This is an optimization exercise on Yosys and OpenROAD, whose aim is small area and a short achievable clock period, not a production implementation.
The RTL was checked by simulation tests, not by an equivalence proof against the original design.
Power figures rest on the tool's default switching activity, not on a simulated workload.

Setup of run A:
## fpmul_top
module fpmul_top (
	input  logic                  clk,
	input  logic                  rst,
	input  logic                  in_valid,
	input  logic [31:0]           a,
	input  logic [31:0]           b,
	output logic                  out_valid,
	output fpmul_pkg::fpmul_out_t out
);
Size: about 2,500 cells after synthesis, about 380 flip-flops, ~100 I/O pins, ~28,000 um^2 of cells after synthesis.
Settings: LEC_CHECK=0, CAP_MARGIN=20, CORE_MARGIN=2, CORE_UTILIZATION=40, CTS_CLUSTER_DIAMETER=200, CTS_CLUSTER_SIZE=30, SETUP_SLACK_MARGIN=4.5, SLEW_MARGIN=20, SYNTH_HIERARCHICAL=1, SYNTH_MINIMUM_KEEP_SIZE=0; clock period 7.5 ns.
standard.sh (not shown) runs the stock make flow with config.mk's settings and CLKGATE_MAP_FILE= SYNTH_SCRIPT=/design/flow/synth_recipe.tcl, a recipe that flattens the netlist after the stock synthesis.
==> flow/flow/run.sh <==
#!/bin/bash
# The standard layout, with smaller port buffers: every input and output
# port still gets a buffer (buf_2 instead of the flow's default choice).
set -e
export BUFFER_PORTS_ARGS="-buffer_cell sky130_fd_sc_hd__buf_2"
cp standard.sh standard.sh.log
bash standard.sh > standard.log 2>&1
Run A: done, clean on timing, DRC and antenna
Changes in run B relative to run A:
Settings: CTS_CLUSTER_SIZE removed (was 30); CTS_CLUSTER_DIAMETER removed (was 200); CTS_BUF_LIST newly set to sky130_fd_sc_hd__clkbuf_4 sky130_fd_sc_hd__clkbuf_8.
Against run A, run B reports a amount of wire on met3 after detailed routing that is higher. Power consumed by sequential cells essentially unchanged between run A and run B. The estimated power of run B ends up higher than the estimate for run A. Between run A and run B, final net count increased. [run B] hold slack fell 12 ps relative to run A.
[inputs] run C vs run B
Settings: an added CTS_CLUSTER_SIZE of 24; a deleted CTS_BUF_LIST that had been sky130_fd_sc_hd__clkbuf_4 sky130_fd_sc_hd__clkbuf_8; an added CTS_CLUSTER_DIAMETER of 100.
Results
For total power, dividing the value from run B by the value from run C gives 1.08. On run C: data arrival time of the worst path is 80 ps lower than what run B gave. Critical path depth, run B and run C: larger value in run C. In run C the via count of the routed design turned out 226 lower than in run B. Summary of the comparison: share of the clock period used by the worst path after layout is lower in run C, relative to run B. Compared with run B, non-clock buffer count in run C increased by a few percent. From run B to run C, number of buffers on the longest clock path did not move at all. Looking at launching instance or port of the critical path, the r2_mid[55] result is from run B; the r4_man[13] one comes from run C. In run C relative to run B, final-layout clock buffer total had gone down by more than half.
What run D does differently from run C at the input level:
Settings: clearing CTS_CLUSTER_SIZE, which used to be 24; clearing CTS_CLUSTER_DIAMETER, which used to be 100.
## What came out
Compared with run C, in run D maximum clock skew at final layout went down by 9.4 ps, power density over the cells went up by about 8%, utilization of the core after routing went up by 1.3 points.
Compared with run C, run D shows combinational fraction of design power lower by 3.8 points.
Taking run C as the reference, in run D worst setup slack grew by 43 ps; worst hold slack grew by 4.5 ps.
Comparing run C and run D, the higher number of fill cells in the layout was measured on run C.
Going from run C to run D, worst relative slew slack has increased, final cycle utilization of the critical path went down, post-layout instance count excluding filler cells up 1.5%.
Changes in run E relative to run D:
Settings: SETUP_SLACK_MARGIN now 4.3, was 4.5.
==> flow/run.sh (new file) <==
#!/bin/bash
# synth_recipe.tcl (not shown) runs the flow's synth.tcl, then flattens the netlist and writes it again
# the make line also repeats each setting of config.mk as NAME=value (left out here)
make -C /OpenROAD-flow-scripts/flow DESIGN_CONFIG=/design/flow/config.mk WORK_HOME=/design/flow/orfs CLKGATE_MAP_FILE= SYNTH_SCRIPT=/design/flow/synth_recipe.tcl finish
removed: flow/flow/run.sh
removed: flow/standard.sh
Findings:
Highest layer used for signal routing: met5 -> run D, met4 -> run E. Re number of fillers in the final layout: run E is 42 up on run D. Run D → run E: power per cell area fell 4.8%; path length in cells of the critical path fell 8.
Input changes introduced in run F (baseline for comparison: run E):
==> flow/flow/run.sh (new file) <==
#!/bin/bash
# The standard layout, with smaller port buffers: every input and output
# port still gets a buffer (buf_2 instead of the flow's default choice).
set -e
export BUFFER_PORTS_ARGS="-buffer_cell sky130_fd_sc_hd__buf_2"
cp standard.sh standard.sh.log
bash standard.sh > standard.log 2>&1
==> flow/standard.sh (new file) <==
#!/bin/bash
# synth_recipe.tcl (not shown) runs the flow's synth.tcl, then flattens the netlist and writes it again
# the make line also repeats each setting of config.mk as NAME=value (left out here)
make -C /OpenROAD-flow-scripts/flow DESIGN_CONFIG=/design/flow/config.mk WORK_HOME=/design/flow/orfs CLKGATE_MAP_FILE= SYNTH_SCRIPT=/design/flow/synth_recipe.tcl "${@:-finish}"
removed: flow/run.sh
Results
Cmp run F vs run E: minimum clock period after layout higher in run F
Compare run E and run F | global-route usage lower: run F
Comparing run E and run F, routing usage on met2 is higher on run E.
Per-cell via count in the routed design (run F over run E): decrease, 0.028
Going from run E to run F, setup slack has decreased; placed cell area down 1.9%.
Run F completed every stage of the flow, and the final layout passed the timing, design-rule and antenna checks.
In the flow results for run E and run F, the switching part of the total is larger on run F.
Sort run E and run F by fraction of the cycle the final worst path needs asc -> top: run E
Number of hold-slack violations in the final timing report of run F is on par with run E.
Capture point of the critical path = r3_lo_nz: run F; capture point of the critical path = r2_mid[69]: run E
Delta (run F minus run E): number of nets in the layout barely changed, core utilization dropped 0.71 points.

========
Another version of the RTL of fpmul_top (not shown whole).
Size: about 2,700 cells after synthesis, ~330 flip-flops, ~100 I/O pins.
// fpmul_top
module fpmul_top (
	input  logic                  clk,
	input  logic                  rst,
	input  logic                  in_valid,
	input  logic [31:0]           a,
	input  logic [31:0]           b,
	output logic                  out_valid,
	output fpmul_pkg::fpmul_out_t out
);
export LEC_CHECK = 0
export CAP_MARGIN = 20
export CORE_MARGIN = 2
export CORE_UTILIZATION = 40
export SETUP_SLACK_MARGIN = 5.0
export SLEW_MARGIN = 20
export SYNTH_HIERARCHICAL = 1
export SYNTH_MINIMUM_KEEP_SIZE = 0
create_clock -name core_clock -period 7.5 [get_ports {clk}]
run.sh (not shown) runs the stock make flow with config.mk's settings and CLKGATE_MAP_FILE= SYNTH_SCRIPT=/design/flow/synth_recipe.tcl, a recipe that flattens the netlist after the stock synthesis.
Stock flow here: none of the scripts above is used.
The first run finished with timing, DRC and antenna clean.
==> next run, changes <==
CORE_UTILIZATION = 65   (was 40)
SETUP_SLACK_MARGIN = 4.5   (was 5.0)
- global-route usage increases by 13 points
- wire length fell by a few percent
- sequential power shrinks by a few percent
- clock power is lower by a little under a tenth
- final area fell by a few percent
- core utilization went up by 26 points
- count of clock-buffer cells in the layout fell by 5
- worst hold slack stays flat
- cell count falls by roughly a tenth
==> next run, changes <==
CORE_UTILIZATION = 40   (was 65)
After rerunning: The changed run finished with timing, DRC and antenna clean. First-iteration DRC count rose by 2.0%. Via count went down by 0.98%. Synthesized area does not change. Register-to-register slack improved by 50 ps. Worst setup slack gets better by 47 ps. Global-route usage drops by 14 points.

## separate check: timing with driven ports
In the flow no input, the clock included, has a driving cell. The finished layouts below were timed again as built, in two steps.
Step 1 (the two cells are an assumption about what drives the block):
set clk [get_ports {clk}]
set_driving_cell -lib_cell sky130_fd_sc_hd__clkbuf_16 $clk
set_driving_cell -lib_cell sky130_fd_sc_hd__buf_2 [delete_from_list [all_inputs] $clk]
Step 2 moves the port delays by t, midway between the first and last clock arrival at a register: inputs arrive t later, outputs are due t later. That takes back most of the time a late clock gives input paths.
Three values: ideal, step 1, step 2; two values: the first two.
run | t (ns) | setup WS [ns] | worst hold slack (ns) | clock arrival spread, ns | pins driven straight from the clock port
run A | 0.601 | 4.416 / 4.416 / 4.416 | 0.335 / 0.335 / 0.335 | 0.033 / 0.033 | 1
run B | 0.696 | 4.426 / 4.426 / 4.426 | 0.323 / 0.323 / 0.323 | 0.037 / 0.037 | 1
run C | 0.626 | 4.442 / 4.442 / 4.442 | 0.319 / 0.319 / 0.319 | 0.025 / 0.024 | 1
run D | 0.634 | 4.484 / 4.484 / 4.484 | 0.323 / 0.323 / 0.323 | 0.015 / 0.014 | 1
run E | 0.636 | 4.368 / 4.368 / 4.368 | 0.305 / 0.305 / 0.305 | 0.032 / 0.032 | 1
run F | 0.641 | 4.344 / 4.344 / 4.344 | 0.315 / 0.315 / 0.315 | 0.023 / 0.023 | 1
the first run of note 2 | 0.621 | 4.093 / 4.093 / 4.093 | 0.323 / 0.323 / 0.323 | 0.035 / 0.035 | 1
the second run of note 2 | 0.627 | 4.083 / 4.083 / 3.911 | 0.325 / 0.325 / 0.325 | 0.035 / 0.035 | 1
the third run of note 2 | 0.625 | 4.131 / 4.131 / 3.962 | 0.317 / 0.317 / 0.317 | 0.023 / 0.023 | 1
After both steps every run listed still meets setup and hold. For the second run of note 2, which loses most, drivers alone change the setup slack by 0.000 ns; drivers and shift together by -0.172 ns.
